This is an optimization exercise on Yosys and OpenROAD, whose aim is a short achievable clock period and few clock cycles, not a production implementation.
The RTL was checked by simulation tests, not by an equivalence proof against the original design.

==> flow/design.v (outline; a module is shown in full before it is edited, if it fits) <==
// module conv_ctrl: 19 lines
// module window_fetch: 168 lines
// module conv_mac: 8271 lines
// module maxpool_unit: 52 lines
// module conv_top: 68 lines
module conv_top #(
  parameter int img_side_log2 = 6
) (
  input  logic        clk,
  input  logic        reset,
  input  logic        ready,
  input  logic [19:0] idata,
  input  logic [19:0] cdata_rd,
  output logic        busy,
  output logic [11:0] iaddr,
  output logic [2:0]  csel,
  output logic        cwr,
  output logic [11:0] caddr_wr,
  output logic [19:0] cdata_wr,
  output logic        crd,
  output logic [11:0] caddr_rd
);
  // ...
==> flow/flow/run.sh <==
#!/bin/bash
# The standard layout (the standard.sh: standard synthesis, floorplan,
# placement, CTS, routing, finish), with the resizer's setup repair aimed at
# a slack margin instead of zero. The SDC is the standard flow's, unchanged.
set -euo pipefail
bash standard.sh SETUP_SLACK_MARGIN=11.3 finish > standard_flow.log 2>&1
==> flow/standard.sh <==
#!/bin/bash
# synth_recipe.tcl (not shown) runs the flow's synth.tcl, then flattens the netlist and writes it again
# the make line also repeats each setting of config.mk as NAME=value (left out here)
make -C /OpenROAD-flow-scripts/flow DESIGN_CONFIG=/design/flow/config.mk WORK_HOME=/design/flow/orfs CLKGATE_MAP_FILE= SYNTH_SCRIPT=/design/flow/synth_recipe.tcl "${@:-finish}"
==> flow/config.mk <==
export PLATFORM = sky130hd
export DESIGN_NAME = conv_top
export DESIGN_NICKNAME = conv_top
export VERILOG_FILES = /design/flow/design.v
export SDC_FILE = /design/flow/constraint.sdc
export NUM_CORES = 4
export LEC_CHECK = 0
export CAP_MARGIN = 20
export CORE_MARGIN = 2
export CORE_UTILIZATION = 60
export SLEW_MARGIN = 20
==> flow/constraint.sdc <==
create_clock -name core_clock -period 15.0 [get_ports {clk}]
set_input_delay 3.0000 -clock core_clock [delete_from_list [all_inputs] [get_ports {clk}]]
set_output_delay 3.0000 -clock core_clock [all_outputs]
set_load 0.01 [all_outputs]
==> impl_metrics.prom, run 1 <==
# TYPE chip_impl_metric gauge
chip_impl_info{name="status",value="finished clean"} 1
chip_impl_metric{name="clock_latency_at_the_later_pin_of_the_worst_skew_pair",unit="ns"} 0.77
chip_impl_metric{name="placeableCoreArea",unit="um2"} 117000
chip_impl_metric{name="grt_util_met1",unit=""} 0.546
chip_impl_info{name="layout.cells.largest_class",value="multi-input combinational cells"} 1
chip_impl_metric{name="placementRows",unit=""} 125
chip_impl_metric{name="via_count_of_the_first_global_routing_pass",unit=""} 48100
chip_impl_metric{name="ctsResizeCount",unit=""} 1115
chip_impl_metric{name="num_tap_cells",unit=""} 1524
chip_impl_metric{name="setup_tns",unit="ns"} 0
chip_impl_metric{name="multi_input_combinational_area_share",unit=""} 0.492
chip_impl_metric{name="worst_path_largest_cell_delay",unit="ns"} 0.37
chip_impl_metric{name="ys_types",unit=""} 71
chip_impl_metric{name="worst_hold_slack",unit="ns"} 0.326
chip_impl_metric{name="vias",unit=""} 46400
chip_impl_info{name="synth_top_flop_cell",value="sky130_fd_sc_hd__dfxtp_1"} 1
chip_impl_info{name="critical-path-slowest-cell",value="sky130_fd_sc_hd__dfrtp_1"} 1
chip_impl_metric{name="critical_path.max_fanout",unit=""} 2
chip_impl_info{name="setup.worst_path.end",value="busy"} 1
chip_impl_metric{name="final_setup_violation_count",unit=""} 0
chip_impl_metric{name="overflow",unit=""} 0
chip_impl_info{name="layout.cells.most_common",value="sky130_fd_sc_hd__inv_1"} 1
chip_impl_metric{name="antenna_violations_before_repair",unit=""} 14
chip_impl_metric{name="met3RoutedLength",unit="mm"} 35.7
chip_impl_info{name="worst_setup_path_end_kind",value="output pin"} 1
Testbench counts, summed over its fixed seeds: cycles 164,096.
==> inputs of run 2 (changes only) <==
--- a/flow/config.mk
+++ b/flow/config.mk
@@ -9,3 +9,3 @@
 export CORE_MARGIN = 2
-export CORE_UTILIZATION = 60
+export CORE_UTILIZATION = 70
 export SLEW_MARGIN = 20
==> impl_metrics.prom, run 2 <==
# TYPE chip_impl_metric gauge
chip_impl_info{name="hold_path_class",value="flop to flop"} 1
chip_impl_metric{name="die_area",unit="um2"} 104000
chip_impl_info{name="worst_setup_path_startpoint",value="u_fetch.win_tag[0]"} 1
chip_impl_metric{name="number_of_design_rule_violations_left_after_detail_routing",unit=""} 0
chip_impl_metric{name="final_setup_violation_count",unit=""} 0
chip_impl_info{name="critical_path.most_common_cell",value="sky130_fd_sc_hd__fa_2"} 1
chip_impl_info{name="root_buffer",value="sky130_fd_sc_hd__clkbuf_16"} 1
chip_impl_metric{name="period_share",unit=""} 0.290
chip_impl_metric{name="pin_count_of_the_biggest_net_entering_global_routing",unit=""} 86
chip_impl_info{name="critical-path-slowest-cell",value="sky130_fd_sc_hd__fa_2"} 1
chip_impl_info{name="yosysTopAreaCell",value="sky130_fd_sc_hd__fa_1"} 1
chip_impl_metric{name="layout-area-overhead-vs-synth",unit="%"} 18.6
chip_impl_info{name="synth.area.top_cells",value="sky130_fd_sc_hd__fa_1 34%, sky130_fd_sc_hd__dfxtp_1 19%, sky130_fd_sc_hd__edfxtp_1 18%, sky130_fd_sc_hd__inv_1 7.1%, sky130_fd_sc_hd__mux2_2 4.4%"} 1
chip_impl_metric{name="final_hold_fails",unit=""} 0
chip_impl_metric{name="die_width",unit="um"} 322
chip_impl_metric{name="post_synth_inst_count",unit=""} 6014
chip_impl_metric{name="finalWeightedCongestion",unit=""} 1.10
chip_impl_metric{name="die_height",unit="um"} 322
chip_impl_info{name="hold_path.startpoint",value="u_mac.tag_q[1]"} 1
chip_impl_info{name="classification_of_the_worst_setup_path",value="flop to flop"} 1
chip_impl_metric{name="fin_nets",unit=""} 7703
chip_impl_info{name="most_common_cell_in_the_netlist",value="sky130_fd_sc_hd__inv_1"} 1
chip_impl_metric{name="synth_warnings",unit=""} 4
chip_impl_metric{name="max_cap_viol_count",unit=""} 1
chip_impl_metric{name="synth_fa_ha_area_frac",unit=""} 0.360
chip_impl_info{name="top_reg_by_flops",value="u_fetch.window"} 1
chip_impl_info{name="synth_top_flop_cell",value="sky130_fd_sc_hd__dfxtp_1"} 1
chip_impl_info{name="dominant_combinational_cell_family_by_area_after_synthesis",value="adder cells"} 1
chip_impl_metric{name="r2r_setup_slack",unit="ns"} 10.64
chip_impl_info{name="worst_path_dominant_cell_family",value="adder cells"} 1
chip_impl_metric{name="final.fill_count",unit=""} 4715
chip_impl_metric{name="area.sequential",unit="um2"} 27100
chip_impl_metric{name="synth_simple_gate_area_share",unit=""} 0.0754
chip_impl_metric{name="mux_cell_area_share_after_synthesis",unit=""} 0.0477
chip_impl_metric{name="ff2ff_path_depth",unit=""} 11
chip_impl_metric{name="vias",unit=""} 53100
chip_impl_info{name="worst_r2r_startpoint",value="u_fetch.win_tag[0]"} 1
chip_impl_metric{name="grt_usage",unit=""} 0.567
chip_impl_metric{name="grt_first_pass_wirelength",unit="mm"} 399
chip_impl_metric{name="start_util",unit=""} 0.707
chip_impl_metric{name="placedInstanceArea",unit="um2"} 73300
chip_impl_metric{name="worst_ep_arrival_time",unit="ns"} 4.95
chip_impl_info{name="crit_path_cell_trace",value="buf_4 > buf_12 > buf_16 > nor2b_4 > a21oi_1 > fa_1 > fa_2 > inv_1 > fa_2 > fa_2 > fa_2"} 1
chip_impl_metric{name="synth_xor_xnor_area_share",unit=""} 0.00817
chip_impl_metric{name="multi_input_comb_area",unit="um2"} 41400
chip_impl_metric{name="proportion_of_register_bits_with_asynchronous_set_or_reset_after_synthesis",unit=""} 0.0398
chip_impl_info{name="cts_tree",value="done"} 1
chip_impl_metric{name="ant_nets",unit=""} 0
chip_impl_metric{name="critical_path.max_fanout",unit=""} 10
chip_impl_metric{name="hpwlAfterDp",unit="mm"} 199
chip_impl_metric{name="tightestPinTransition",unit="ns"} 1.76
chip_impl_metric{name="seq_area_frac_synth",unit=""} 0.382
chip_impl_metric{name="synth.avg_cell_area",unit="um2"} 11.8
chip_impl_metric{name="finalInstanceArea",unit="um2"} 83900
chip_impl_info{name="worst_setup_path_end_kind",value="flop"} 1
chip_impl_metric{name="antenna_violations_before_repair",unit=""} 23
chip_impl_metric{name="placementRows",unit=""} 116
chip_impl_info{name="layout.cells.most_common",value="sky130_fd_sc_hd__inv_1"} 1
chip_impl_metric{name="synth_compound_gate_area_share",unit=""} 0.0456
chip_impl_metric{name="via_count_of_the_first_global_routing_pass",unit=""} 54600
chip_impl_metric{name="buffer_ports.inserted",unit=""} 70
chip_impl_metric{name="placeableCoreArea",unit="um2"} 100000
chip_impl_metric{name="wl",unit="mm"} 302
chip_impl_info{name="synth_common_cells",value="1339 x sky130_fd_sc_hd__inv_1, 1189 x sky130_fd_sc_hd__fa_1, 667 x sky130_fd_sc_hd__dfxtp_1, 494 x sky130_fd_sc_hd__nand2_1, 418 x sky130_fd_sc_hd__edfxtp_1"} 1
chip_impl_metric{name="via_per_inst",unit=""} 6.86
chip_impl_metric{name="layout-drive-gt1-share",unit=""} 0.294
chip_impl_metric{name="worst-endpoint-required",unit="ns"} 15.59
chip_impl_metric{name="number_of_buffers_added_by_the_clock_tree_synthesis_step",unit=""} 104
chip_impl_metric{name="overflow",unit=""} 0
chip_impl_metric{name="cts.htree.levels",unit=""} 3
chip_impl_metric{name="ys_types",unit=""} 71
chip_impl_metric{name="synth_edf_count",unit=""} 418
chip_impl_metric{name="worst_slew_margin_rel",unit=""} -0.180
chip_impl_info{name="grt_setup_unrepaired",value="true"} 1
chip_impl_info{name="setup.worst_path.end",value="u_mac.r144"} 1
chip_impl_metric{name="post_drt_wl_per_cell",unit="um"} 39.1
chip_impl_metric{name="number_of_flip_flops_in_the_largest_register",unit=""} 180
chip_impl_metric{name="ys_seq_elements",unit=""} 1130
chip_impl_info{name="failed_checks",value="max-capacitance violations, max-slew violations"} 1
chip_impl_info{name="status",value="finished with violations"} 1
chip_impl_info{name="most-common-layout-cells",value="1109 x sky130_fd_sc_hd__inv_1, 826 x sky130_fd_sc_hd__fa_1, 627 x sky130_fd_sc_hd__dfxtp_1, 418 x sky130_fd_sc_hd__edfxtp_1, 363 x sky130_fd_sc_hd__fa_2"} 1
chip_impl_metric{name="maxClockFrequency",unit="MHz"} 229
chip_impl_metric{name="worst_path_largest_cell_delay",unit="ns"} 0.60
chip_impl_metric{name="cts.sink_count",unit=""} 1130
chip_impl_metric{name="detail_route.first_pass.iterations",unit=""} 10
chip_impl_metric{name="synth_top_cell_area_share",unit=""} 0.336
chip_impl_metric{name="ctsLongestPathBuffers",unit=""} 3
chip_impl_info{name="critical_path.startpoint_type",value="flop"} 1
chip_impl_metric{name="crit_buf_inv",unit=""} 4
chip_impl_metric{name="detail_route.iter0.violations",unit=""} 8897
chip_impl_metric{name="fin_skew",unit="ns"} 0.0718
chip_impl_info{name="worstReg2RegEnd",value="u_mac.r144"} 1
chip_impl_metric{name="cp_num_cells",unit=""} 11
chip_impl_metric{name="design.portCount",unit=""} 105
chip_impl_metric{name="clkSlewWorstSetupHoldPaths",unit="ns"} 0.07
chip_impl_metric{name="final_period_minus_worst_setup_slack",unit="ns"} 4.36
chip_impl_metric{name="clock_latency_at_the_later_pin_of_the_worst_skew_pair",unit="ns"} 0.76
chip_impl_metric{name="setup_tns",unit="ns"} 0
chip_impl_metric{name="cell_area_synth",unit="um2"} 70800
chip_impl_metric{name="number_of_max_slew_violations_in_the_final_report",unit=""} 8
==> run 2: cell counts after synthesis <==
Identical to the previous run, type by type.
==> run 2: worst min path at each step <==
stage	to	slack [ns]	depth (start not counted)
2_1_floorplan	u_mac.tag_out[0]	0.31	0
3_3_place_gp	u_mac.tag_out[0]	0.31	0
3_5_place_dp	u_mac.tag_q2[1]	0.31	0
4_1_cts	u_mac.tag_out[1]	0.33	0
5_1_grt	u_mac.tag_q2[1]	0.34	0
6_report	u_mac.tag_q2[1]	0.33	0
==> run 2: worst reg2reg max path, cell delays in order (launching register included) <==
cell                      delay (ns)
sky130_fd_sc_hd__dfxtp_4        0.42
sky130_fd_sc_hd__buf_4          0.16
sky130_fd_sc_hd__buf_12         0.17
sky130_fd_sc_hd__buf_16         0.18
sky130_fd_sc_hd__nor2b_4        0.09
sky130_fd_sc_hd__a21oi_1        0.50
sky130_fd_sc_hd__fa_1           0.55
sky130_fd_sc_hd__fa_2           0.56
sky130_fd_sc_hd__inv_1          0.06
sky130_fd_sc_hd__fa_2           0.46
sky130_fd_sc_hd__fa_2           0.60
sky130_fd_sc_hd__fa_2           0.46
==> run 2: repair_timing <==
| item | CTS | global route |
|---|---|---|
| gates cloned | 53 | 6 |
| pin swaps | 262 | 201 |
| setup endpoints to repair | 323 | 239 |
| resized for setup | 1159 | 309 |
| hold buffers | 0 | 0 |
| buffers inserted | 164 | 65 |
==> run 2: layout make-up <==
class                   count  area share
multi-input cells        3378       0.493
flip-flops and latches   1130       0.323
inverters                1339      0.0608
repair buffers            382      0.0594
clock buffers             147      0.0366
well taps                1298      0.0193
clock inverters            50     0.00705
repair inverters            4    0.000566
diodes                      9    0.000268
==> run 2: logic make-up (layout without fill, tap and decap cells) <==
kind of cell / after synthesis / count (layout)
multiplexers: 302 / 302
adder cells (fa/ha/maj): 1321 / 1321
buffers and inverters: 1520 / 1922
flip-flops: 1130 / 1130
AO/OA/AOI/OAI: 560 / 560
other: 1 / 24
XOR/XNOR: 66 / 66
AND/OR/NAND/NOR: 1114 / 1114
==> run 2: metal layers <==
| metal | vias to the layer above | part of all wire | GRT usage |
|---|---|---|---|
| li1 | 19000 | - | - |
| met1 | 25900 | 0.31 | 0.667 |
| met2 | 6069 | 0.41 | 0.813 |
| met3 | 2073 | 0.18 | 0.279 |
| met4 | 44 | 0.10 | 0.401 |
| met5 | - | 0.0025 | 0.0132 |
==> run 2: stage by stage <==
step | utilization | worst slack, ns | hold WS (ns) | std cells
final | 0.838 | 10.64 | 0.328 | 7737
after global routing | 0.838 | 10.59 | 0.335 | 7729
after CTS | 0.822 | 10.70 | 0.328 | 7655
after detailed placement | 0.732 | 8.45 | 0.312 | 7241
after global placement | 0.732 | 8.49 | 0.311 | 7241
after floorplan | - | 10.06 | 0.310 | 6028
==> inputs of run 3 (changes only) <==
--- a/flow/config.mk
+++ b/flow/config.mk
@@ -9,3 +9,5 @@
 export CORE_MARGIN = 2
-export CORE_UTILIZATION = 70
+export CORE_UTILIZATION = 60
+export CTS_CLUSTER_DIAMETER = 200
+export CTS_CLUSTER_SIZE = 20
 export SLEW_MARGIN = 20
==> impl_metrics.prom, run 3 <==
# TYPE chip_impl_metric gauge
chip_impl_metric{name="placedInstanceArea",unit="um2"} 73600
chip_impl_metric{name="detail_route.first_pass.iterations",unit=""} 8
chip_impl_info{name="worstReg2RegEnd",value="u_mac.r144"} 1
chip_impl_metric{name="cts.sink_count",unit=""} 1130
chip_impl_metric{name="number_of_max_slew_violations_in_the_final_report",unit=""} 0
chip_impl_metric{name="synth.avg_cell_area",unit="um2"} 11.8
chip_impl_metric{name="vias",unit=""} 46000
chip_impl_metric{name="synth_compound_gate_area_share",unit=""} 0.0456
chip_impl_metric{name="setup_tns",unit="ns"} 0
chip_impl_info{name="hold_path.startpoint",value="u_mac.tag_q2[0]"} 1
chip_impl_info{name="critical-path-slowest-cell",value="sky130_fd_sc_hd__fa_2"} 1
chip_impl_metric{name="via_count_of_the_first_global_routing_pass",unit=""} 47600
chip_impl_metric{name="grt_use_met3",unit=""} 0.173
chip_impl_metric{name="synth_edf_count",unit=""} 418
chip_impl_metric{name="period_share",unit=""} 0.282
chip_impl_metric{name="number_of_design_rule_violations_left_after_detail_routing",unit=""} 0
chip_impl_metric{name="placementRows",unit=""} 125
chip_impl_metric{name="pin_count_of_the_biggest_net_entering_global_routing",unit=""} 82
chip_impl_info{name="top_reg_by_flops",value="u_fetch.window"} 1
chip_impl_metric{name="synth_fa_ha_area_frac",unit=""} 0.360
chip_impl_info{name="yosysTopAreaCell",value="sky130_fd_sc_hd__fa_1"} 1
chip_impl_info{name="worst_hold_path.endpoint",value="u_mac.tag_out[0]"} 1
chip_impl_metric{name="antenna_violations_before_repair",unit=""} 15
chip_impl_metric{name="ys_seq_elements",unit=""} 1130
chip_impl_info{name="critical_path.startpoint_type",value="flop"} 1
chip_impl_metric{name="clkSlewWorstSetupHoldPaths",unit="ns"} 0.08
chip_impl_metric{name="number_of_flip_flops_in_the_largest_register",unit=""} 180
chip_impl_metric{name="die_area",unit="um2"} 121000
chip_impl_metric{name="ys_types",unit=""} 71
chip_impl_metric{name="final_setup_violation_count",unit=""} 0
chip_impl_metric{name="synth_simple_gate_area_share",unit=""} 0.0754
chip_impl_info{name="synth_common_cells",value="1339 x sky130_fd_sc_hd__inv_1, 1189 x sky130_fd_sc_hd__fa_1, 667 x sky130_fd_sc_hd__dfxtp_1, 494 x sky130_fd_sc_hd__nand2_1, 418 x sky130_fd_sc_hd__edfxtp_1"} 1
chip_impl_metric{name="proportion_of_register_bits_with_asynchronous_set_or_reset_after_synthesis",unit=""} 0.0398
chip_impl_metric{name="worst_path_largest_cell_delay",unit="ns"} 0.64
chip_impl_metric{name="synth_warnings",unit=""} 4
chip_impl_metric{name="die_height",unit="um"} 347
chip_impl_metric{name="final.fill_count",unit=""} 8221
chip_impl_info{name="status",value="finished clean"} 1
chip_impl_info{name="critical_path.most_common_cell",value="sky130_fd_sc_hd__fa_2"} 1
chip_impl_info{name="synth.area.top_cells",value="sky130_fd_sc_hd__fa_1 34%, sky130_fd_sc_hd__dfxtp_1 19%, sky130_fd_sc_hd__edfxtp_1 18%, sky130_fd_sc_hd__inv_1 7.1%, sky130_fd_sc_hd__mux2_2 4.4%"} 1
chip_impl_metric{name="maxClockFrequency",unit="MHz"} 237
chip_impl_metric{name="finalInstanceArea",unit="um2"} 82400
chip_impl_info{name="most_common_cell_in_the_netlist",value="sky130_fd_sc_hd__inv_1"} 1
chip_impl_metric{name="overflow",unit=""} 0
chip_impl_metric{name="wl",unit="mm"} 247
chip_impl_metric{name="post_drt_wl_per_cell",unit="um"} 31.3
chip_impl_info{name="cts_tree",value="done"} 1
chip_impl_metric{name="layout-area-overhead-vs-synth",unit="%"} 16.5
chip_impl_metric{name="post_synth_inst_count",unit=""} 6014
chip_impl_metric{name="fin_nets",unit=""} 7650
chip_impl_metric{name="synth_top_cell_area_share",unit=""} 0.336
chip_impl_metric{name="mux_cell_area_share_after_synthesis",unit=""} 0.0477
chip_impl_info{name="worst_setup_path_end_kind",value="flop"} 1
chip_impl_info{name="most-common-layout-cells",value="1106 x sky130_fd_sc_hd__inv_1, 818 x sky130_fd_sc_hd__fa_1, 650 x sky130_fd_sc_hd__dfxtp_1, 418 x sky130_fd_sc_hd__edfxtp_1, 371 x sky130_fd_sc_hd__fa_2"} 1
chip_impl_metric{name="buffer_ports.inserted",unit=""} 70
chip_impl_metric{name="detail_route.iter0.violations",unit=""} 5647
chip_impl_metric{name="layout-drive-gt1-share",unit=""} 0.278
chip_impl_info{name="layout.cells.most_common",value="sky130_fd_sc_hd__inv_1"} 1
chip_impl_info{name="global_route.peak_usage_layer",value="met2"} 1
chip_impl_metric{name="ctsLongestPathBuffers",unit=""} 3
chip_impl_metric{name="tightestPinTransition",unit="ns"} 1.31
chip_impl_info{name="classification_of_the_worst_setup_path",value="flop to flop"} 1
chip_impl_metric{name="clock_latency_at_the_later_pin_of_the_worst_skew_pair",unit="ns"} 0.68
chip_impl_metric{name="placeableCoreArea",unit="um2"} 117000
chip_impl_metric{name="critical_path.max_fanout",unit=""} 7
chip_impl_info{name="hold_path_class",value="flop to flop"} 1
chip_impl_info{name="dominant_combinational_cell_family_by_area_after_synthesis",value="adder cells"} 1
chip_impl_metric{name="start_util",unit=""} 0.607
chip_impl_metric{name="r2r_setup_slack",unit="ns"} 10.77
chip_impl_metric{name="cell_area_synth",unit="um2"} 70800
chip_impl_info{name="crit_path_cell_trace",value="buf_12 > buf_16 > buf_6 > buf_12 > buf_16 > nor2b_4 > a21oi_4 > fa_2 > inv_2 > fa_2 > fa_2 > inv_2 > fa_2 > inv_2 > fa_2"} 1
chip_impl_metric{name="via_per_inst",unit=""} 5.85
chip_impl_metric{name="ant_nets",unit=""} 0
chip_impl_metric{name="synth_xor_xnor_area_share",unit=""} 0.00817
chip_impl_info{name="root_buffer",value="sky130_fd_sc_hd__clkbuf_16"} 1
chip_impl_info{name="worst_r2r_startpoint",value="u_fetch.win_tag[0]"} 1
chip_impl_metric{name="grt_first_pass_wirelength",unit="mm"} 341
chip_impl_metric{name="grt_util_met1",unit=""} 0.538
chip_impl_metric{name="fin_skew",unit="ns"} 0.0445
chip_impl_metric{name="final_period_minus_worst_setup_slack",unit="ns"} 4.23
chip_impl_metric{name="ff2ff_path_depth",unit=""} 15
chip_impl_metric{name="die_width",unit="um"} 347
chip_impl_info{name="grt_setup_unrepaired",value="true"} 1
chip_impl_metric{name="worst-endpoint-required",unit="ns"} 15.59
chip_impl_metric{name="max_cap_viol_count",unit=""} 0
chip_impl_metric{name="worst_ep_arrival_time",unit="ns"} 4.82
chip_impl_metric{name="hpwlAfterDp",unit="mm"} 191
chip_impl_metric{name="design.portCount",unit=""} 105
chip_impl_metric{name="grt_usage",unit=""} 0.410
chip_impl_metric{name="final_hold_fails",unit=""} 0
chip_impl_metric{name="finalWeightedCongestion",unit=""} 1.09
chip_impl_metric{name="seq_area_frac_synth",unit=""} 0.382
chip_impl_info{name="synth_top_flop_cell",value="sky130_fd_sc_hd__dfxtp_1"} 1
chip_impl_metric{name="number_of_buffers_added_by_the_clock_tree_synthesis_step",unit=""} 66
chip_impl_metric{name="grt.met2_usage",unit=""} 0.581
chip_impl_metric{name="cts.htree.levels",unit=""} 3
chip_impl_metric{name="worst_slew_margin_rel",unit=""} 0.122
chip_impl_metric{name="min_path_cells",unit=""} 0
==> run 3: worst max-delay path by stage <==
stage,startpoint,to,cells past startpoint
final,u_fetch.win_tag[0],u_mac.r144,15
after CTS,u_ctrl.busy,busy,1
after global routing,u_fetch.win_tag[0],u_mac.r144,15
after detailed placement,u_fetch.win_tag[0],u_mac.r171,13
after floorplan,u_fetch.i_valid,u_fetch.pre[0],2
after global placement,u_fetch.win_tag[0],u_mac.r171,13
==> run 3: per-layer routing <==
layer,vias to the layer above,part of all wire,wire length (um)
met5,-,0.00055,135
met2,3048,0.41,102000
met3,912,0.14,35200
li1,18900,-,-
met1,23100,0.37,91900
met4,8,0.072,17800
==> run 3: critical path: cells and delay by family (launching register included) <==
kind	cells	cell delay [ns]
AND/OR/NAND/NOR	1	0.21
buffers and inverters	8	0.86
adder cells (fa/ha/maj)	5	2.60
flip-flops	1	0.36
AO/OA/AOI/OAI	1	0.07
==> run 3: repair_timing <==
action,4_1_cts,5_1_grt
setup buffers,142,66
resized for setup,1043,398
hold buffers,0,0
endpoints found under the setup margin,322,205
cloned,58,10
pin swaps,237,248
==> run 3: cell type report <==
| class | instances | area, um2 | share of cell area |
|---|---|---|---|
| multi-input combinational | 3378 | 41500 | 0.503 |
| sequential | 1130 | 27100 | 0.328 |
| inverter | 1339 | 5100 | 0.0619 |
| timing repair buffer | 366 | 4830 | 0.0585 |
| tap | 1524 | 1910 | 0.0231 |
| clock buffer | 103 | 1810 | 0.0220 |
| clock inverter | 7 | 130 | 0.00158 |
| timing repair inverter | 5 | 63.8 | 0.000774 |
| antenna | 17 | 42.5 | 0.000516 |
==> run 3: kinds of logic (layout without fill, tap and decap cells) <==
group                      Yosys count  count (layout)
buffers and inverters             1520            1820
AOI/OAI and AO/OA                  560             560
DFF                               1130            1130
xor gates and xnor gates            66              66
adders and majority gates         1321            1321
and+or+nand+nor                   1114            1114
other                                1              32
muxes                              302             302
==> run 3: per-stage QoR <==
stage / instances / util / setup slack, ns / hold slack [ns]
after global routing: 7862 / 0.707 / 10.75 / 0.335
after CTS: 7775 / 0.691 / 10.77 / 0.333
after detailed placement: 7465 / 0.632 / 8.77 / 0.313
final: 7869 / 0.708 / 10.77 / 0.331
after floorplan: 6028 / - / 10.06 / 0.310
after global placement: 7465 / 0.632 / 8.77 / 0.313

## re-timing with driven ports
Ports are ideal in the flow. The routed layouts listed here were re-timed in OpenROAD. Step 1: set_driving_cell puts a clkbuf_16 on clk and a buf_2 on each other input, an assumption about the parent block. Step 2 adds t to the input delays and takes it off the output delays; t is the mean of the earliest and latest rising clock arrival at the registers after step 1. Input paths then give back, and output paths get back, about the clock's delay inside the block. Slacks: ideal ports / drivers / drivers and shift; pairs: ideal ports / drivers.
run	t, ns	setup WS [ns]	worst slew at a driven data input, ns	cell pins on the clock port's net
run 1	0.829	10.732 / 10.652 / 10.779	0.07	1
run 2	0.810	10.643 / 10.622 / 10.643	0.07	1
run 3	0.742	10.774 / 10.720 / 10.774	0.08	1
